What follows belongs to an exercise in optimizing a design on an open flow for small area, a short achievable clock period and few clock cycles per item; a production flow would make more cautious choices. At most, simulation tests tie the RTL to the original design; equivalence was not proved. Only the layout flow was run in run 1; the RTL was not checked for function there. Power is estimated from default activity; no workload was simulated.

$ cat design/flow/design.v
package pdee_pkg;
  localparam int STACK_DEPTH   = 64;
  localparam int DATA_W        = 32;
  localparam int CHAR_W        = 8;
  localparam int DEPTH_FIELD_W = 7;
  localparam int STATUS_W      = 3;
  localparam int FAST_N = 14;
  localparam int RING_N = STACK_DEPTH - 2 - FAST_N;
  localparam logic [STATUS_W-1:0] ST_OK        = 3'd0;
  localparam logic [STATUS_W-1:0] ST_IGNORED   = 3'd1;
  localparam logic [STATUS_W-1:0] ST_OVERFLOW  = 3'd2;
  localparam logic [STATUS_W-1:0] ST_UNDERFLOW = 3'd3;
  localparam logic [STATUS_W-1:0] ST_DIVZERO   = 3'd4;
  typedef struct packed {
    logic       clr;
    logic       dig;
    logic       add;
    logic       sub;
    logic       mul;
    logic       div;
    logic [3:0] val;
  } pdee_chr_t;
  localparam logic [2:0] S_IDLE = 3'd0;   
  localparam logic [2:0] S_MNEG = 3'd1;   
  localparam logic [2:0] S_MUL  = 3'd2;   
  localparam logic [2:0] S_DNEG = 3'd3;   
  localparam logic [2:0] S_DIV  = 3'd4;   
  localparam logic [2:0] S_DFIX = 3'd5;   
endpackage
module pdee_div2
(
  input  logic [3:0] rem_in,    
  input  logic [1:0] num,       
  input  logic [3:0] div,       
  output logic [3:0] rem_out,
  output logic [1:0] quo
);
  logic [4:0] t1;
  logic [4:0] d1;
  logic [3:0] r1;
  logic [4:0] t0;
  logic [4:0] d0;
  assign t1      = {rem_in, num[1]};
  assign d1      = t1 - {1'b0, div};
  assign quo[1]  = (t1 >= {1'b0, div});
  assign r1      = quo[1] ? d1[3:0] : t1[3:0];
  assign t0      = {r1, num[0]};
  assign d0      = t0 - {1'b0, div};
  assign quo[0]  = (t0 >= {1'b0, div});
  assign rem_out = quo[0] ? d0[3:0] : t0[3:0];
endmodule
module pdee_sdivtab
(
  input  logic [4:0] a,
  input  logic [4:0] b,
  output logic [4:0] q
);
  localparam logic [5119:0] TAB = {
    256'h08000000000000000000000000000000000003e0104000000000000000000000,
    256'h0000000000007fc018420000000000000000000000000000000fffa020821000,
    256'h00000000000000000000000001fffb8028821080000000000000000000000000,
    256'h3ffffb6030c41084000000000000000000000007ffff774038c4108420000000,
    256'h00000000000000ffffff772041042084210000000000000000001fffffef7300,
    256'h4906208421080000000000000003ffffffeef2e0514621042108400000000000,
    256'h007ffffffdeeeec05946210421084200000000000ffffffffdeeeea061883108,
    256'h2108421000000001ffffffffbdde6a8069883108210842108000003fffffffff,
    256'hbdde6a6071c8310841084210840007fffffffff7bdde664079ca318841084210,
    256'h8420fffffffffff7bbdde6200000000000000000000000000000000000000000,
    256'h8e77defbdfffffffffe008421084211086329de09679df7bdffffffffc000042,
    256'h1084211084321dc09eb9df7bffffffff8000000210842108843219a0a6b9df7b,
    256'hfffffff0000000001084210884321980aefbef7ffffffe000000000000842108,
    256'h44219560b6fbef7fffffc000000000000004210844219540bf3beffffff80000,
    256'h000000000000210842219120c73defffff000000000000000000010842211100,
    256'hcf7dffffe0000000000000000000000842110ce0d77dfffc0000000000000000,
    256'h0000000042110cc0dfbfff80000000000000000000000000021088a0e7bff000,
    256'h00000000000000000000000000108880effe0000000000000000000000000000,
    256'h00008460f7c0000000000000000000000000000000000440f800000000000000,
    256'h0000000000000000000000200000000000000000000000000000000000000000
  };
  assign q = TAB[{a, b} * 5 +: 5];
endmodule
module pdee_inbuf
(
  input  logic                        clk,
  input  logic                        rst,
  input  logic                        in_valid,
  output logic                        in_ready,
  input  logic [pdee_pkg::CHAR_W-1:0] in_char,
  input  logic                        in_clear_first,
  input  logic                        consume,    
  output logic                        hv,         
  output pdee_pkg::pdee_chr_t         hc          
);
  logic                sv;
  pdee_pkg::pdee_chr_t sc;
  pdee_pkg::pdee_chr_t ic;
  logic                acc;
  logic                free_h;
  always_comb begin
    ic.clr = in_clear_first;
    ic.dig = (in_char[7:4] == 4'h3) && (in_char[3:0] <= 4'd9);
    ic.add = (in_char == 8'h2B);
    ic.sub = (in_char == 8'h2D);
    ic.mul = (in_char == 8'h2A);
    ic.div = (in_char == 8'h2F);
    ic.val = in_char[3:0];
  end
  assign acc    = in_valid && in_ready;
  assign free_h = !hv || consume;
  always_ff @(posedge clk) begin
    if (rst) begin
      hv       <= 1'b0;
      sv       <= 1'b0;
      in_ready <= 1'b1;
    end else begin
      if (free_h) begin
        hv <= sv || acc;
        sv <= 1'b0;
      end else if (acc) begin
        sv <= 1'b1;
      end
      in_ready <= free_h || !(sv || acc);
    end
  end
  always_ff @(posedge clk) begin
    if (free_h) begin
      hc <= sv ? sc : ic;
    end
    if (!free_h && acc) begin
      sc <= ic;
    end
  end
endmodule
module pdee_stackmem
(
  input  logic                        clk,
  input  logic                        rst,
  input  logic [pdee_pkg::FAST_N-1:0] fast_we,    
  input  logic                        ring_we,
  input  logic [pdee_pkg::DATA_W-1:0] wdata,
  input  logic [6:0]                  rd_addr,    
  output logic [pdee_pkg::DATA_W-1:0] rd_fast,
  output logic [pdee_pkg::DATA_W-1:0] rd_ring,
  output logic [5:0]                  phase
);
  localparam int DW = pdee_pkg::DATA_W;
  localparam int FN = pdee_pkg::FAST_N;
  localparam int RN = pdee_pkg::RING_N;
  logic [DW-1:0] fast [FN];
  logic [DW-1:0] ring [RN];
  always_ff @(posedge clk) begin
    for (int i = 0; i < FN; i++) begin
      if (fast_we[i]) fast[i] <= wdata;
    end
  end
  always_comb begin
    rd_fast = '0;
    for (int i = 0; i < FN; i++) begin
      rd_fast = rd_fast | (fast[i] & {DW{rd_addr == 7'(i)}});
    end
  end
  always_ff @(posedge clk) begin
    for (int i = 0; i < RN - 1; i++) begin
      ring[i] <= ring[i+1];
    end
    ring[RN-1] <= ring_we ? wdata : ring[0];
  end
  assign rd_ring = ring[0];
  always_ff @(posedge clk) begin
    if (rst || phase == 6'(RN - 1)) begin
      phase <= '0;
    end else begin
      phase <= phase + 6'd1;
    end
  end
endmodule
module pdee_top
(
  input  logic                               clk,
  input  logic                               rst,
  input  logic                               in_valid,
  output logic                               in_ready,
  input  logic [pdee_pkg::CHAR_W-1:0]        in_char,
  input  logic                               in_clear_first,
  output logic                               out_valid,
  input  logic                               out_ready,
  output logic [pdee_pkg::DATA_W-1:0]        out_top,
  output logic [pdee_pkg::DEPTH_FIELD_W-1:0] out_depth,
  output logic [pdee_pkg::STATUS_W-1:0]      out_status
);
  localparam int DW = pdee_pkg::DATA_W;
  localparam int FN = pdee_pkg::FAST_N;
  logic                hv;
  pdee_pkg::pdee_chr_t hc;
  logic                consume;
  pdee_inbuf u_in (
    .clk            (clk),
    .rst            (rst),
    .in_valid       (in_valid),
    .in_ready       (in_ready),
    .in_char        (in_char),
    .in_clear_first (in_clear_first),
    .consume        (consume),
    .hv             (hv),
    .hc             (hc)
  );
  logic [DW-1:0] T;
  logic [DW-1:0] N;
  logic [DW-1:0] A;
  logic [6:0]    cnt;
  logic [2:0]    st;
  logic [2:0]    state;
  logic [5:0]    k;
  logic          sgn;
  assign out_top    = T;
  assign out_depth  = cnt;
  assign out_status = st;
  logic [FN-1:0] fast_we;
  logic          ring_we;
  logic [DW-1:0] rd_fast;
  logic [DW-1:0] rd_ring;
  logic [5:0]    phase;
  pdee_stackmem u_mem (
    .clk     (clk),
    .rst     (rst),
    .fast_we (fast_we),
    .ring_we (ring_we),
    .wdata   (N),
    .rd_addr (cnt - 7'd3),
    .rd_fast (rd_fast),
    .rd_ring (rd_ring),
    .phase   (phase)
  );
  logic          push_deep;
  logic          pop_deep;
  logic          push_ok;
  logic          pop_ok;
  logic [DW-1:0] memrd;
  assign push_deep = (cnt >= 7'(FN + 2));
  assign pop_deep  = (cnt >= 7'(FN + 3));
  assign push_ok   = hc.clr || !push_deep || (7'(phase) == cnt - 7'(FN + 2));
  assign pop_ok    = !pop_deep  || (7'(phase) == cnt - 7'(FN + 3));
  assign memrd     = pop_deep ? rd_ring : rd_fast;
  logic idle;
  logic is_op;
  logic full;
  logic under;
  logic t_small4;    
  logic t_zero;
  logic n_small;     
  logic t_small;     
  assign idle     = (state == pdee_pkg::S_IDLE);
  assign is_op    = hc.add || hc.sub || hc.mul || hc.div;
  assign full     = !hc.clr && (cnt == 7'd64);
  assign under    = hc.clr || (cnt < 7'd2);
  assign t_small4 = (T[31:4] == '0);
  assign t_zero   = (T == '0);
  assign n_small  = (N[31:4] == '0) || ((N[31:4] == '1) && (N[3:0] != '0));
  assign t_small  = t_small4 || ((T[31:4] == '1) && (T[3:0] != '0));
  logic          in_div;
  logic [DW-1:0] add_x;
  logic          add_sub;
  logic [DW:0]   add_s;
  assign in_div  = (state == pdee_pkg::S_DIV);
  assign add_x   = in_div ? {A[DW-2:0], N[DW-1]} : N;
  assign add_sub = in_div || hc.sub;
  assign add_s   = {1'b0, add_x} + {1'b0, T ^ {DW{add_sub}}} + {{DW{1'b0}}, add_sub};
  logic          in_mul;
  logic [DW-1:0] mac;
  assign in_mul = (state == pdee_pkg::S_MUL);
  assign mac    = (N & {DW{T[0]}}) + ({N[DW-2:0], 1'b0} & {DW{T[1]}}) +
                  ({N[DW-3:0], 2'b0} & {DW{T[2]}}) +
                  (in_mul ? A : ({N[DW-4:0], 3'b0} & {DW{T[3]}}));
  logic [4:0]    fq5;
  logic [DW-1:0] fdiv;
  pdee_sdivtab u_fdiv (
    .a (N[4:0]),
    .b (T[4:0]),
    .q (fq5)
  );
  assign fdiv = t_small ? {{(DW-5){fq5[4]}}, fq5} : '0;
  logic [3:0] nr;
  logic [1:0] nq;
  pdee_div2 u_ndiv (
    .rem_in  (A[3:0]),
    .num     (N[31:30]),
    .div     (T[3:0]),
    .rem_out (nr),
    .quo     (nq)
  );
  logic          neg_n_s;
  logic [DW-1:0] neg_n;
  logic [DW-1:0] neg_t;
  assign neg_n_s = (state == pdee_pkg::S_DFIX) ? sgn :
                   ((state == pdee_pkg::S_MNEG) || N[31]);
  assign neg_n   = (N ^ {DW{neg_n_s}}) + DW'(neg_n_s);
  assign neg_t   = (T ^ {DW{T[31]}}) + DW'(T[31]);
  logic out_free;
  logic go;
  assign out_free = !out_valid || out_ready;
  assign go       = hv && idle && out_free;
  logic do_push;      
  logic do_pop;       
  logic do_mslow;     
  logic do_dslow;     
  logic ok_now;       
  logic commit_idle;
  assign do_push  = hc.dig && !full;
  assign do_mslow = hc.mul && !under && !t_small4;
  assign do_dslow = hc.div && !under && !t_zero && !n_small;
  assign do_pop   = is_op && !under && !do_mslow && !do_dslow;
  assign ok_now   = do_push ? push_ok : (do_pop ? pop_ok : 1'b1);
  assign commit_idle = go && ok_now && !do_mslow && !do_dslow;
  logic mul_last;
  logic commit_mul;
  logic commit_div;
  assign mul_last   = (T[31:3] == '0);
  assign commit_mul = in_mul && mul_last && pop_ok;
  assign commit_div = (state == pdee_pkg::S_DFIX) && pop_ok;
  assign consume    = commit_idle || commit_mul || commit_div;
  logic wr_req;
  assign wr_req  = hv && idle && hc.dig && !hc.clr && (cnt >= 7'd2) && (cnt != 7'd64);
  assign ring_we = wr_req && push_deep && push_ok;
  always_comb begin
    for (int i = 0; i < FN; i++) begin
      fast_we[i] = wr_req && (cnt == 7'(i + 2));
    end
  end
  logic          a_zero;
  logic          dv_skip16;
  logic          dv_nib;
  logic          dv_skip4;
  logic [5:0]    k_next;
  assign a_zero    = (A == '0);
  assign dv_skip16 = a_zero && (N[31:16] == '0) && (k >= 6'd16);
  assign dv_skip4  = !dv_skip16 && a_zero && (N[31:28] == '0) && (k >= 6'd4);
  assign dv_nib    = !dv_skip16 && !dv_skip4 && t_small4;
  assign k_next    = k - (dv_skip16 ? 6'd16 : (dv_skip4 ? 6'd4 : (dv_nib ? 6'd2 : 6'd1)));
  logic [DW-1:0] op_res;
  always_comb begin
    if (hc.mul)      op_res = mac;
    else if (hc.div) op_res = t_zero ? '0 : fdiv;
    else             op_res = add_s[DW-1:0];
  end
  always_ff @(posedge clk) begin
    if (rst) begin
      state     <= pdee_pkg::S_IDLE;
      cnt       <= '0;
      T         <= '0;
      out_valid <= 1'b0;
    end else begin
      if (consume) begin
        out_valid <= 1'b1;
      end else if (out_ready) begin
        out_valid <= 1'b0;
      end
      unique case (state)
        pdee_pkg::S_IDLE: begin
          if (commit_idle) begin
            if (hc.dig) begin
              if (full) begin
                st <= pdee_pkg::ST_OVERFLOW;
              end else begin
                st  <= pdee_pkg::ST_OK;
                T   <= {28'd0, hc.val};
                N   <= T;
                cnt <= (hc.clr ? 7'd0 : cnt) + 7'd1;
              end
            end else if (is_op) begin
              if (under) begin
                st <= pdee_pkg::ST_UNDERFLOW;
                if (hc.clr) begin
                  T   <= '0;
                  cnt <= '0;
                end
              end else begin
                st  <= (hc.div && t_zero) ? pdee_pkg::ST_DIVZERO : pdee_pkg::ST_OK;
                T   <= op_res;
                N   <= memrd;
                cnt <= cnt - 7'd1;
              end
            end else begin
              st <= pdee_pkg::ST_IGNORED;
              if (hc.clr) begin
                T   <= '0;
                cnt <= '0;
              end
            end
          end else if (go && do_mslow) begin
            if (T[31]) begin
              state <= pdee_pkg::S_MNEG;
            end else begin
              A     <= mac;
              N     <= {N[DW-5:0], 4'd0};
              T     <= {4'd0, T[DW-1:4]};
              state <= pdee_pkg::S_MUL;
            end
          end else if (go && do_dslow) begin
            sgn   <= N[31] ^ T[31];
            state <= pdee_pkg::S_DNEG;
          end
        end
        pdee_pkg::S_MNEG: begin
          N     <= neg_n;
          T     <= neg_t;
          A     <= '0;
          state <= pdee_pkg::S_MUL;
        end
        pdee_pkg::S_MUL: begin
          if (commit_mul) begin
            st    <= pdee_pkg::ST_OK;
            T     <= mac;
            N     <= memrd;
            cnt   <= cnt - 7'd1;
            state <= pdee_pkg::S_IDLE;
          end else begin
            A <= mac;
            N <= {N[DW-4:0], 3'd0};
            T <= {3'd0, T[DW-1:3]};
          end
        end
        pdee_pkg::S_DNEG: begin
          N     <= neg_n;
          T     <= neg_t;
          A     <= '0;
          k     <= 6'd32;
          state <= pdee_pkg::S_DIV;
        end
        pdee_pkg::S_DIV: begin
          if (dv_skip16) begin
            N <= {N[15:0], 16'd0};
          end else if (dv_skip4) begin
            N <= {N[DW-5:0], 4'd0};
          end else if (dv_nib) begin
            A <= {28'd0, nr};
            N <= {N[DW-3:0], nq};
          end else begin
            A <= add_s[DW] ? add_s[DW-1:0] : add_x;
            N <= {N[DW-2:0], add_s[DW]};
          end
          k <= k_next;
          if (k_next == 6'd0) begin
            state <= pdee_pkg::S_DFIX;
          end
        end
        pdee_pkg::S_DFIX: begin
          if (commit_div) begin
            st    <= pdee_pkg::ST_OK;
            T     <= neg_n;
            N     <= memrd;
            cnt   <= cnt - 7'd1;
            state <= pdee_pkg::S_IDLE;
          end
        end
        default: begin
          state <= pdee_pkg::S_IDLE;
        end
      endcase
    end
  end
endmodule
$ cat design/flow/run.sh
#!/bin/bash
# synth_recipe.tcl (not shown) runs the flow's synth.tcl, then flattens the netlist and writes it again
# the make line also repeats each setting of config.mk as NAME=value (left out here)
make -C /OpenROAD-flow-scripts/flow DESIGN_CONFIG=/design/flow/config.mk WORK_HOME=/design/flow/orfs CLKGATE_MAP_FILE= SYNTH_SCRIPT=/design/flow/synth_recipe.tcl finish
$ cat design/flow/config.mk
export PLATFORM = sky130hd
export DESIGN_NAME = pdee_top
export DESIGN_NICKNAME = pdee_top
export VERILOG_FILES = /design/flow/design.v
export SDC_FILE = /design/flow/constraint.sdc
export NUM_CORES = 4
export LEC_CHECK = 0
export CAP_MARGIN = 20
export CORE_MARGIN = 2
export CORE_UTILIZATION = 40
export SETUP_SLACK_MARGIN = 5
export SLEW_MARGIN = 20
$ cat design/flow/constraint.sdc
create_clock -name core_clock -period 10.0 [get_ports {clk}]
set_input_delay 2.0000 -clock core_clock [delete_from_list [all_inputs] [get_ports {clk}]]
set_output_delay 2.0000 -clock core_clock [all_outputs]
set_load 0.01 [all_outputs]
==> results of run 1 <==
## worst max-delay path, delay by kind of cell (launching register included)
kind	cells	cell delay, ps
buffers and inverters	4	1300
and+or+nand+nor	2	650
AOI/OAI and AO/OA	7	2270
DFF	1	490
## sequential cells by signal (all words and copies together), names as in the netlist, 3 cells and up, named ones only
| register | cells |
|---|---|
| state | 3 |
| u_in.hc | 10 |
| T | 31 |
| u_in.sc | 10 |
| k | 6 |
| A | 32 |
| st | 3 |
| N | 32 |
| cnt | 7 |
| u_mem.fast | 448 |
| u_mem.phase | 6 |
| u_mem.ring | 1536 |
## cell usage after synthesis (18+ instances only)
library cell,n,share of area
sky130_fd_sc_hd__a211oi_1,68,0.0072
sky130_fd_sc_hd__a21o_1,46,0.0049
sky130_fd_sc_hd__a21oi_1,211,0.015
sky130_fd_sc_hd__a221oi_1,62,0.0077
sky130_fd_sc_hd__a222oi_1,31,0.0044
sky130_fd_sc_hd__a22o_1,30,0.0037
sky130_fd_sc_hd__a22oi_1,128,0.014
sky130_fd_sc_hd__a311oi_1,20,0.0025
sky130_fd_sc_hd__a31oi_1,53,0.0047
sky130_fd_sc_hd__a32oi_1,18,0.0022
sky130_fd_sc_hd__and2_1,24,0.0021
sky130_fd_sc_hd__and3_1,50,0.0044
sky130_fd_sc_hd__buf_1,40,0.0021
sky130_fd_sc_hd__buf_2,75,0.0053
sky130_fd_sc_hd__clkbuf_1,211,0.011
sky130_fd_sc_hd__dfxtp_1,1588,0.45
sky130_fd_sc_hd__edfxtp_1,542,0.23
sky130_fd_sc_hd__fa_1,64,0.018
sky130_fd_sc_hd__ha_1,130,0.023
sky130_fd_sc_hd__inv_1,136,0.0072
sky130_fd_sc_hd__mux2_2,47,0.0075
sky130_fd_sc_hd__mux2i_1,40,0.0057
sky130_fd_sc_hd__nand2_1,511,0.027
sky130_fd_sc_hd__nand2b_1,40,0.0035
sky130_fd_sc_hd__nand3_1,122,0.0086
sky130_fd_sc_hd__nand4_1,60,0.0053
sky130_fd_sc_hd__nor2_1,251,0.013
sky130_fd_sc_hd__nor2b_1,20,0.0018
sky130_fd_sc_hd__nor3_1,80,0.0057
sky130_fd_sc_hd__nor4_1,54,0.0048
sky130_fd_sc_hd__o211ai_1,56,0.0059
sky130_fd_sc_hd__o21a_1,32,0.0034
sky130_fd_sc_hd__o21ai_0,173,0.012
sky130_fd_sc_hd__o22ai_1,83,0.0073
sky130_fd_sc_hd__o31ai_1,25,0.0027
sky130_fd_sc_hd__or3_1,24,0.0021
sky130_fd_sc_hd__xnor2_1,131,0.016
sky130_fd_sc_hd__xor2_1,48,0.0059
## worst max path at each step
stage | startpoint | endpoint
after global placement | out_ready | T[21]
final | T[3] | T[18]
after floorplan | T[3] | flip-flop
after global routing | N[0] | T[26]
after CTS | state[2] | T[29]
after detailed placement | out_ready | T[21]
## layout make-up
| type | count | area [um2] | share of cell area |
|---|---|---|---|
| Sequential cell | 2130 | 48100 | 0.585 |
| Timing Repair Buffer | 275 | 2540 | 0.0310 |
| Clock inverter | 83 | 1000 | 0.0122 |
| Inverter | 140 | 533 | 0.00649 |
| Clock buffer | 281 | 5700 | 0.0694 |
| Tap cell | 2340 | 2930 | 0.0356 |
| Antenna cell | 4 | 10.0 | 0.000122 |
| Multi-Input combinational cell | 3039 | 21300 | 0.260 |
## metal layers
| metal | up-vias | GRT usage | wire length, um |
|---|---|---|---|
| met5 | - | 0 | 14 |
| met4 | 2 | 0.113 | 11400 |
| met3 | 608 | 0.0521 | 21000 |
| met2 | 2596 | 0.341 | 90700 |
| met1 | 23105 | 0.322 | 91400 |
| li1 | 20753 | - | - |
## timing repair
action	4_1_cts	5_1_grt
endpoints found under the setup margin	87	157
pin swaps	11	19
cloned	3	5
setup buffers	20	32
resized for setup	39	54
## kinds of logic after synthesis
group,after synthesis,share of synthesized area
flops,2130,0.679
fa+ha+maj,194,0.0411
compound gates,1233,0.124
buf+inv,477,0.0273
simple gates,1345,0.0929
mux,88,0.0134
xor+xnor,179,0.0221
## power breakdown
group          internal [mW]  total, mW  switching, mW
registers               9.35       9.75          0.393
clock network           4.31       7.54           3.23
logic                   3.46       10.7           7.29
total                   17.1       28.0           10.9
## stage by stage
stage,instance area [um2],utilization,cells
after global routing,82100,0.467,8288
after CTS,81500,0.463,8251
after global placement,74300,0.423,7863
after detailed placement,74400,0.423,7864
final,82100,0.467,8292
after floorplan,70900,-,5646
==> notes.md, run 1 <==
STA
The transition time at the pin with the least slew margin is 1180 ps. After layout, the worst setup slack is 5100 ps. The setup TNS is 0 ps. The worst-case hold slack is 301 ps.

Across the routed clock network, the largest skew measured is 51.6 ps. Dividing the final minimum period by the clock period gives 0.490. Setup repair after global routing could not meet its margin everywhere. For the finished layout, the period the worst path requires is 4900 ps.

The worst slew slack as a fraction of its limit is 0.214. Setup violations remaining at the end of the flow were counted as 0. Derived from the worst setup path, the maximum achievable clock frequency is 0.204 GHz. The count of final max-slew check failures is 0.

The hold violation count in the final report is 0.

Placed design
The total half-perimeter wirelength after legalization and detailed placement is 134000 um. The number of port buffers is 56. The placer congestion estimate is 0.981.

The post-place setup slack is 4150 ps.

Route
Dividing the detail-routed via count by the number of cells gives 5.68. After the first detailed-routing iteration, the DRC count stood at 6221. The remaining antenna violation count after routing is 0.

For this run, design rule violations remaining after detail routing come to 0. The routed via count is 47064. For this block, the routed nets add up to 215000 um of wire.

The first detailed-routing pass took 9 iterations. Dividing the detail-routed wire length by the instance count gives 25.9 um.

Floorplan
The area of the die is 0.180 mm2. Measured along the x axis, the die boundary spans 425 um. The die is 425 um tall.

The number of ports placed on the die boundary is 57. The number of cell rows is 154. The total area inside the core boundary comes to 0.176 mm2. The initial utilization of the core area, before any placement, comes to 0.402.

Setup path
The critical path required time is 10710 ps. The kind of critical path is reg2reg. In this run the worst path has a maximum fanout of 45. The endpoint type of the worst setup path is a flip-flop. The worst register-to-register path has a setup slack of 5100 ps. The cell at the slowest stage of the critical path is sky130_fd_sc_hd__a2111oi_4. The critical path arrival is 5610 ps.

The delay of the slowest cell on the worst path is 800 ps. Traced cell by cell, the critical path runs through buf_6, buf_4, and2_1, buf_4, a41oi_1, nor4b_1, a221o_1, o311ai_2, buf_4, a2111oi_4, o21ai_1, o211a_1, a221oi_1. The start of the worst register-to-register path is T[3].

The worst register-to-register path ends at T[18]. The critical path startpoint category is a flip-flop. The number of cells on the worst reg-to-reg path is 13. The cell occurring most often along the worst timing path is sky130_fd_sc_hd__buf_4.

Power
Power spread over the standard cell area amounts to 341 mW/mm2. The maximum VDD drop is 0.206 mV. In this run the static leakage power is 30.5 nW. The post-layout total power is 28.0 mW.

Finish
Relative to the synthesized area, the layout overhead comes to 16.0%. Counting the fill cells in the layout gives 15714. The proportion of layout cells with a drive suffix above 1 is 0.124. In the layout the commonest cells are sky130_fd_sc_hd__dfxtp_1, sky130_fd_sc_hd__edfxtp_1, sky130_fd_sc_hd__nand2_1. The library cell used most frequently in the layout, excluding fill and tap cells, is sky130_fd_sc_hd__dfxtp_1.

The number of nets in the layout is 5991.

Global routing
The wire length of the first global-routing pass is 310000 um. Entering global routing, the biggest net connects 62 pins. The initial antenna violation count is 8. The total overflow left after global routing is 0. For this run, the total global-route usage over all layers was measured as 0.231. The number of global-route vias before repair is 45203.

Clock network
The number of H-tree levels is 4. The longest clock path from root to sink contains 3 buffers. The later-pin clock latency in the skew report is 840 ps. The clock sink count is 2130. The number of hold-repair buffers added at the cts stage is 0. TritonCTS created 198 clock buffers. Clock-pin slew was measured on the worst setup and hold paths at 60 ps. TritonCTS built the clock tree.

The root buffer selected by CTS is sky130_fd_sc_hd__clkbuf_16.

Synthesis
The fraction of synthesis flops using an asynchronous set or reset pin is 0. Counting flops with a built-in enable in the synthesized netlist gives 542. The register area share after synthesis is 0.679. The commonest register cell after synthesis is sky130_fd_sc_hd__dfxtp_1. The post-synthesis net count is 5853. The post-synthesis instance area is 0.0708 mm2.

In this run, distinct cell masters in the synthesized netlist total 107. Yosys printed 5 warnings. After synthesis the netlist holds a flip-flop and latch count of 2130. Synthesis handed over a netlist of 5646 instances. Each instance of the synthesized netlist takes up on average 12.5 um2.

Min path
The count of cells along the worst hold path is 0. The worst hold path belongs to the class reg2reg. The destination of the worst hold path is u_mem.ring[16][31].

The worst hold path begins at u_mem.ring[17][31].

Flow run
The number of max-cap violations is 0.

Run status
The run finished with no timing, DRC or antenna violations.
==> run 2, diff against run 1 <==
--- a/design/flow/design.v
+++ b/design/flow/design.v
@@ -28,55 +28,28 @@
   localparam logic [2:0] S_DFIX = 3'd5;   
 endpackage
-module pdee_div2
+module pdee_nibdiv
 (
   input  logic [3:0] rem_in,    
-  input  logic [1:0] num,       
+  input  logic [3:0] num,       
   input  logic [3:0] div,       
   output logic [3:0] rem_out,
-  output logic [1:0] quo
+  output logic [3:0] quo
 );
-  logic [4:0] t1;
-  logic [4:0] d1;
-  logic [3:0] r1;
-  logic [4:0] t0;
-  logic [4:0] d0;
-  assign t1      = {rem_in, num[1]};
-  assign d1      = t1 - {1'b0, div};
-  assign quo[1]  = (t1 >= {1'b0, div});
-  assign r1      = quo[1] ? d1[3:0] : t1[3:0];
-  assign t0      = {r1, num[0]};
-  assign d0      = t0 - {1'b0, div};
-  assign quo[0]  = (t0 >= {1'b0, div});
-  assign rem_out = quo[0] ? d0[3:0] : t0[3:0];
-endmodule
-module pdee_sdivtab
-(
-  input  logic [4:0] a,
-  input  logic [4:0] b,
-  output logic [4:0] q
-);
-  localparam logic [5119:0] TAB = {
-    256'h08000000000000000000000000000000000003e0104000000000000000000000,
-    256'h0000000000007fc018420000000000000000000000000000000fffa020821000,
-    256'h00000000000000000000000001fffb8028821080000000000000000000000000,
-    256'h3ffffb6030c41084000000000000000000000007ffff774038c4108420000000,
-    256'h00000000000000ffffff772041042084210000000000000000001fffffef7300,
-    256'h4906208421080000000000000003ffffffeef2e0514621042108400000000000,
-    256'h007ffffffdeeeec05946210421084200000000000ffffffffdeeeea061883108,
-    256'h2108421000000001ffffffffbdde6a8069883108210842108000003fffffffff,
-    256'hbdde6a6071c8310841084210840007fffffffff7bdde664079ca318841084210,
-    256'h8420fffffffffff7bbdde6200000000000000000000000000000000000000000,
-    256'h8e77defbdfffffffffe008421084211086329de09679df7bdffffffffc000042,
-    256'h1084211084321dc09eb9df7bffffffff8000000210842108843219a0a6b9df7b,
-    256'hfffffff0000000001084210884321980aefbef7ffffffe000000000000842108,
-    256'h44219560b6fbef7fffffc000000000000004210844219540bf3beffffff80000,
-    256'h000000000000210842219120c73defffff000000000000000000010842211100,
-    256'hcf7dffffe0000000000000000000000842110ce0d77dfffc0000000000000000,
-    256'h0000000042110cc0dfbfff80000000000000000000000000021088a0e7bff000,
-    256'h00000000000000000000000000108880effe0000000000000000000000000000,
-    256'h00008460f7c0000000000000000000000000000000000440f800000000000000,
-    256'h0000000000000000000000200000000000000000000000000000000000000000
-  };
-  assign q = TAB[{a, b} * 5 +: 5];
+  always_comb begin
+    logic [4:0] t;
+    logic [3:0] r;
+    r = rem_in;
+    for (int i = 3; i >= 0; i--) begin
+      t = {r, num[i]};
+      if (t >= {1'b0, div}) begin
+        t      = t - {1'b0, div};
+        quo[i] = 1'b1;
+      end else begin
+        quo[i] = 1'b0;
+      end
+      r = t[3:0];
+    end
+    rem_out = r;
+  end
 endmodule
 module pdee_inbuf
@@ -272,17 +245,26 @@
                   ({N[DW-3:0], 2'b0} & {DW{T[2]}}) +
                   (in_mul ? A : ({N[DW-4:0], 3'b0} & {DW{T[3]}}));
+  logic [3:0]    n_mag4;
+  logic [3:0]    t_mag4;
+  logic [3:0]    fq;
+  logic [3:0]    fr_unused;
   logic [4:0]    fq5;
   logic [DW-1:0] fdiv;
-  pdee_sdivtab u_fdiv (
-    .a (N[4:0]),
-    .b (T[4:0]),
-    .q (fq5)
+  assign n_mag4 = N[31] ? (4'd0 - N[3:0]) : N[3:0];
+  assign t_mag4 = T[31] ? (4'd0 - T[3:0]) : T[3:0];
+  pdee_nibdiv u_fdiv (
+    .rem_in  (4'd0),
+    .num     (n_mag4),
+    .div     (t_mag4),
+    .rem_out (fr_unused),
+    .quo     (fq)
   );
+  assign fq5  = (N[31] ^ T[31]) ? (5'd0 - {1'b0, fq}) : {1'b0, fq};
   assign fdiv = t_small ? {{(DW-5){fq5[4]}}, fq5} : '0;
   logic [3:0] nr;
-  logic [1:0] nq;
-  pdee_div2 u_ndiv (
+  logic [3:0] nq;
+  pdee_nibdiv u_ndiv (
     .rem_in  (A[3:0]),
-    .num     (N[31:30]),
+    .num     (N[31:28]),
     .div     (T[3:0]),
     .rem_out (nr),
@@ -334,7 +316,7 @@
   assign a_zero    = (A == '0);
   assign dv_skip16 = a_zero && (N[31:16] == '0) && (k >= 6'd16);
-  assign dv_skip4  = !dv_skip16 && a_zero && (N[31:28] == '0) && (k >= 6'd4);
-  assign dv_nib    = !dv_skip16 && !dv_skip4 && t_small4;
-  assign k_next    = k - (dv_skip16 ? 6'd16 : (dv_skip4 ? 6'd4 : (dv_nib ? 6'd2 : 6'd1)));
+  assign dv_nib    = !dv_skip16 && t_small4;
+  assign dv_skip4  = !dv_skip16 && !dv_nib && a_zero && (N[31:28] == '0) && (k >= 6'd4);
+  assign k_next    = k - (dv_skip16 ? 6'd16 : ((dv_nib || dv_skip4) ? 6'd4 : 6'd1));
   logic [DW-1:0] op_res;
   always_comb begin
@@ -430,9 +412,9 @@
           if (dv_skip16) begin
             N <= {N[15:0], 16'd0};
-          end else if (dv_skip4) begin
-            N <= {N[DW-5:0], 4'd0};
           end else if (dv_nib) begin
             A <= {28'd0, nr};
-            N <= {N[DW-3:0], nq};
+            N <= {N[DW-5:0], nq};
+          end else if (dv_skip4) begin
+            N <= {N[DW-5:0], 4'd0};
           end else begin
             A <= add_s[DW] ? add_s[DW-1:0] : add_x;
--- a/design/flow/config.mk
+++ b/design/flow/config.mk
@@ -9,4 +9,3 @@
 export CORE_MARGIN = 2
 export CORE_UTILIZATION = 40
-export SETUP_SLACK_MARGIN = 5
 export SLEW_MARGIN = 20
==> notes.md, run 2 <==
Synthesis
The area fraction of the dominant cell type after synthesis is 0.467 (was 0.449). The commonest register cell after synthesis is sky130_fd_sc_hd__dfxtp_1 (unchanged). The average instance area after synthesis was 13.1 um2 (was 12.5 um2).

The post-synthesis instance area is 0.0680 mm2 (was 0.0708 mm2). The post-synthesis net count is 5409 (was 5853). The cell with the most instances after synthesis is sky130_fd_sc_hd__dfxtp_1 (unchanged). The synthesized netlist cell count came to 5180 (was 5646). The fraction of synthesis flops using an asynchronous set or reset pin was 0 (unchanged). The register area share after synthesis is 0.707 (was 0.679).

The number of warnings printed during yosys synthesis is 6 (was 5). The number of distinct library cells after synthesis was 99 (was 107). The total of flip-flops plus latches after synthesis is 2130 (unchanged). Leading post-synthesis cells by cell area: sky130_fd_sc_hd__dfxtp_1, sky130_fd_sc_hd__edfxtp_1, sky130_fd_sc_hd__ha_1, sky130_fd_sc_hd__nand2_1, sky130_fd_sc_hd__fa_1 (was sky130_fd_sc_hd__dfxtp_1, sky130_fd_sc_hd__edfxtp_1, sky130_fd_sc_hd__nand2_1, sky130_fd_sc_hd__ha_1, sky130_fd_sc_hd__fa_1).

The count of flip-flops with a built-in enable after synthesis came to 542 (unchanged). The largest area contributor in the synthesized netlist is sky130_fd_sc_hd__dfxtp_1 (unchanged). List of most frequent post-synthesis cells: sky130_fd_sc_hd__dfxtp_1, sky130_fd_sc_hd__edfxtp_1, sky130_fd_sc_hd__nand2_1 (unchanged).

Placed design
The area after detailed placement is 0.0716 mm2 (was 0.0744 mm2). The number of port buffers is 56 (unchanged). The total half-perimeter wirelength after legalization and detailed placement is 116000 um (was 134000 um). The placer congestion estimate is 0.981 (unchanged).

Min path
The class of the tightest hold or removal check is reg2reg (unchanged). The destination of the worst hold path is u_mem.ring[42][12] (was u_mem.ring[16][31]). The count of cells along the worst hold path is 0 (unchanged). The worst min-delay path startpoint is u_mem.ring[43][12] (was u_mem.ring[17][31]).

Route
The post-detailed-routing wire length came to 184000 um (was 215000 um). The routed via count came to 42200 (was 47064). The via count normalized by instance count was 5.47 (was 5.68). The remaining antenna violation count after routing is 0 (unchanged). The number of detailed-route iterations in the first pass is 10 (was 9). The count of unresolved DRC violations after routing is 0 (unchanged). The number of violations reported at the end of detailed-routing iteration 0 is 5073 (was 6221). The routed wirelength normalized by instance count is 23.9 um (was 25.9 um).

Setup path
The critical path arrival was 9170 ps (was 5610 ps). The maximum fanout along the worst path is 26 (was 45). The capturing point of the worst reg2reg path is T[18] (unchanged). The start of the worst register-to-register path is N[1] (was T[3]). The register-to-register setup slack is 1550 ps (was 5100 ps). The delay of the slowest cell on the worst path is 570 ps (was 800 ps). The worst-case reg-to-reg path depth is 37 (was 13).

The cell occurring most often along the worst timing path was sky130_fd_sc_hd__ha_1 (was sky130_fd_sc_hd__buf_4). The critical path required time is 10720 ps (was 10710 ps). The cell at the slowest stage of the critical path is sky130_fd_sc_hd__xnor2_1 (was sky130_fd_sc_hd__a2111oi_4). The kind of critical path is reg2reg (unchanged).

The critical path startpoint category is a flip-flop (unchanged). The endpoint type of the worst setup path is a flip-flop (unchanged).

STA
Unrepaired setup endpoints after global routing: no (was yes). The top achievable clock speed is 0.118 GHz (was 0.204 GHz). The hold violation count in the final report is 0 (unchanged). The worst setup skew after layout came to 75.5 ps (was 51.6 ps). The worst-case hold slack came to 274 ps (was 301 ps). The count of final max-slew check failures is 0 (unchanged). The transition time at the pin with the least slew margin is 1120 ps (was 1180 ps). The setup TNS was 0 ps (unchanged).

The fraction of the cycle the final worst path needs came to 0.845 (was 0.490). The final critical-path required period is 8450 ps (was 4900 ps). The worst slew slack as a fraction of its limit is 0.255 (was 0.214).

The final setup violation count is 0 (unchanged).

Finish
The number of fill cells in the layout was 15019 (was 15714). The number of nets in the layout is 5543 (was 5991). Biggest regs: u_mem.ring x1536, u_mem.fast x448 (unchanged).

The number of flip-flops in the largest register is 1536 (unchanged). The growth of design area from synthesis to finish is 15.5% (was 16.0%). The proportion of layout cells with a drive suffix above 1 came to 0.111 (was 0.124).

The register containing the most flip-flops in the final layout was u_mem.ring (unchanged). The final standard cell area without fillers is 0.0785 mm2 (was 0.0821 mm2). The leading cell type in the layout, fill and taps excluded was sky130_fd_sc_hd__dfxtp_1 (unchanged). Commonest cells after routing, fill and taps aside: sky130_fd_sc_hd__dfxtp_1, sky130_fd_sc_hd__edfxtp_1, sky130_fd_sc_hd__nand2_1 (unchanged).

Global routing
The overall routing resource usage is 0.209 (was 0.231). The initial antenna violation count is 9 (was 8). The number of global-route vias before repair came to 40823 (was 45203). The total congestion overflow is 0 (unchanged).

The pin count of the biggest net entering global routing is 50 (was 62). The wire length of the first global-routing pass is 271000 um (was 310000 um).

Floorplan
The width of the chip is 416 um (was 425 um). The placeable core region came to 0.169 mm2 (was 0.176 mm2). The die height is 416 um (was 425 um).

The number of ports placed on the die boundary is 57 (unchanged). The number of cell rows is 151 (was 154). The starting utilization of the core area is 0.402 (about the same). The area of the die is 0.173 mm2 (was 0.180 mm2).

Run status
Run status: finished clean (unchanged).

Flow run
The number of max-cap violations is 0 (unchanged).

Clock network
The root buffer selected by CTS is sky130_fd_sc_hd__clkbuf_16 (unchanged). The CTS clock-pin slew for the worst setup and hold paths was 70 ps (was 60 ps). The number of hold-repair buffers added at the cts stage is 0 (unchanged). The TritonCTS clock tree is yes (unchanged).

The CTS buffer count is 196 (was 198). The number of H-tree levels is 4 (unchanged). The clock sink count came to 2130 (unchanged). The post-cts resize count is 0 (was 39). The count of buffers added by post-CTS timing repair for setup is 0 (was 20). The maximum count of clock buffers along a single path is 3 (unchanged). The later-pin clock latency in the skew report is 850 ps (was 840 ps).

Power
The standby leakage power is 29.6 nW (was 30.5 nW). The power per cell area came to 329 mW/mm2 (was 341 mW/mm2). The maximum VDD drop is 0.261 mV (was 0.206 mV).
## run 2: cell types whose count changed in the layout (fill, tap and decap cells not counted), sizes merged, moves of 21 or more
cell    delta
nand2     -90
buf       -72
a211oi    -35
nand3     -31
a22oi     -27
nor4      -26
and3      -25
nor3      -25
o21a      -25
a31oi     -21
## run 2: how the worst max path moves through the flow
stage	cells after the start	slack [ps]	end	startpoint
6_report	37	1550	T[18]	N[1]
5_1_grt	38	960	T[18]	N[1]
4_1_cts	37	1580	T[18]	N[1]
3_5_place_dp	37	1590	T[18]	N[1]
3_3_place_gp	37	1770	T[18]	N[1]
2_1_floorplan	36	2480	T[18]	T[0]
## run 2: routing by layer
metal  routed length [um]  share of wire  GRT usage
met1                79200           0.43      0.289
met2                79200           0.43      0.313
met3                16900          0.092     0.0461
met4                 8780          0.048     0.0955
met5                   13       0.000071          0
## run 2: cells by family after synthesis
| family | after synthesis | synth area share |
|---|---|---|
| AO/OA/AOI/OAI | 1041 | 0.106 |
| XOR/XNOR | 198 | 0.0255 |
| adder cells (fa/ha/maj) | 216 | 0.0471 |
| buffers and inverters | 386 | 0.0223 |
| flip-flops | 2130 | 0.707 |
| multiplexers | 101 | 0.0158 |
| AND/OR/NAND/NOR | 1108 | 0.0766 |
## run 2: report_power, final
part | internal [mW] | total [mW] | switching (mW)
sequential | 9.32 | 9.69 | 0.369
clock | 4.42 | 7.70 | 3.27
combinational | 2.85 | 8.41 | 5.56
## run 2: stage by stage
stage	power [mW]	utilization	cells	setup WS [ps]
floorplan	15.1	-	5180	2480
global placement	18.0	0.423	7334	1770
detailed placement	18.0	0.423	7334	1590
CTS	25.7	0.464	7704	1580
global route	27.0	0.464	7704	959
finish	25.8	0.464	7709	1550
## run 2: worst max-delay path, delay by kind of cell, from the launching register on
kind,cells,cell delay (ps)
simple gates,6,1110
mux,2,770
compound gates,18,3630
flops,1,320
xor+xnor,1,570
buf+inv,4,480
fa+ha+maj,6,1460
## run 2: final cells by class
type,count,area (um2),area share
Tap cell,2218,2780,0.0353
Inverter,128,480,0.00612
Timing Repair Buffer,194,1590,0.0203
Multi-Input combinational cell,2664,18700,0.238
Clock buffer,271,5720,0.0728
Sequential cell,2130,48100,0.612
Clock inverter,99,1220,0.0156
Antenna cell,5,12.5,0.000159
Testbench counts of run 2, summed over its fixed seeds: cycles 5,187, items 4,800.

## separate check: timing with driven ports
No port has a modelled driver above. Below, the same layouts with a new extraction and two added sets of constraints. Step 1 assumes that a clkbuf_16 drives the clock port and a buf_2 every other input. Step 2 moves the port delays by t, midway between the first and last clock arrival at a register: inputs arrive t later, outputs are due t later. That takes back most of the time a late clock gives input paths. Three values: ideal, step 1, step 2; two values: the first two.
| run | shift t [ns] | setup slack, ns | clock arrival spread, ns |
|---|---|---|---|
| run 1 | 0.895 | 5.098 / 5.098 / 4.525 | 0.063 / 0.063 |
| run 2 | 0.894 | 1.548 / 1.548 / 1.548 | 0.075 / 0.076 |
After both steps every run listed still meets setup and hold. The setup slack of run 1, which loses most, moves by 0.000 ns with the drivers and by -0.573 ns with both steps.
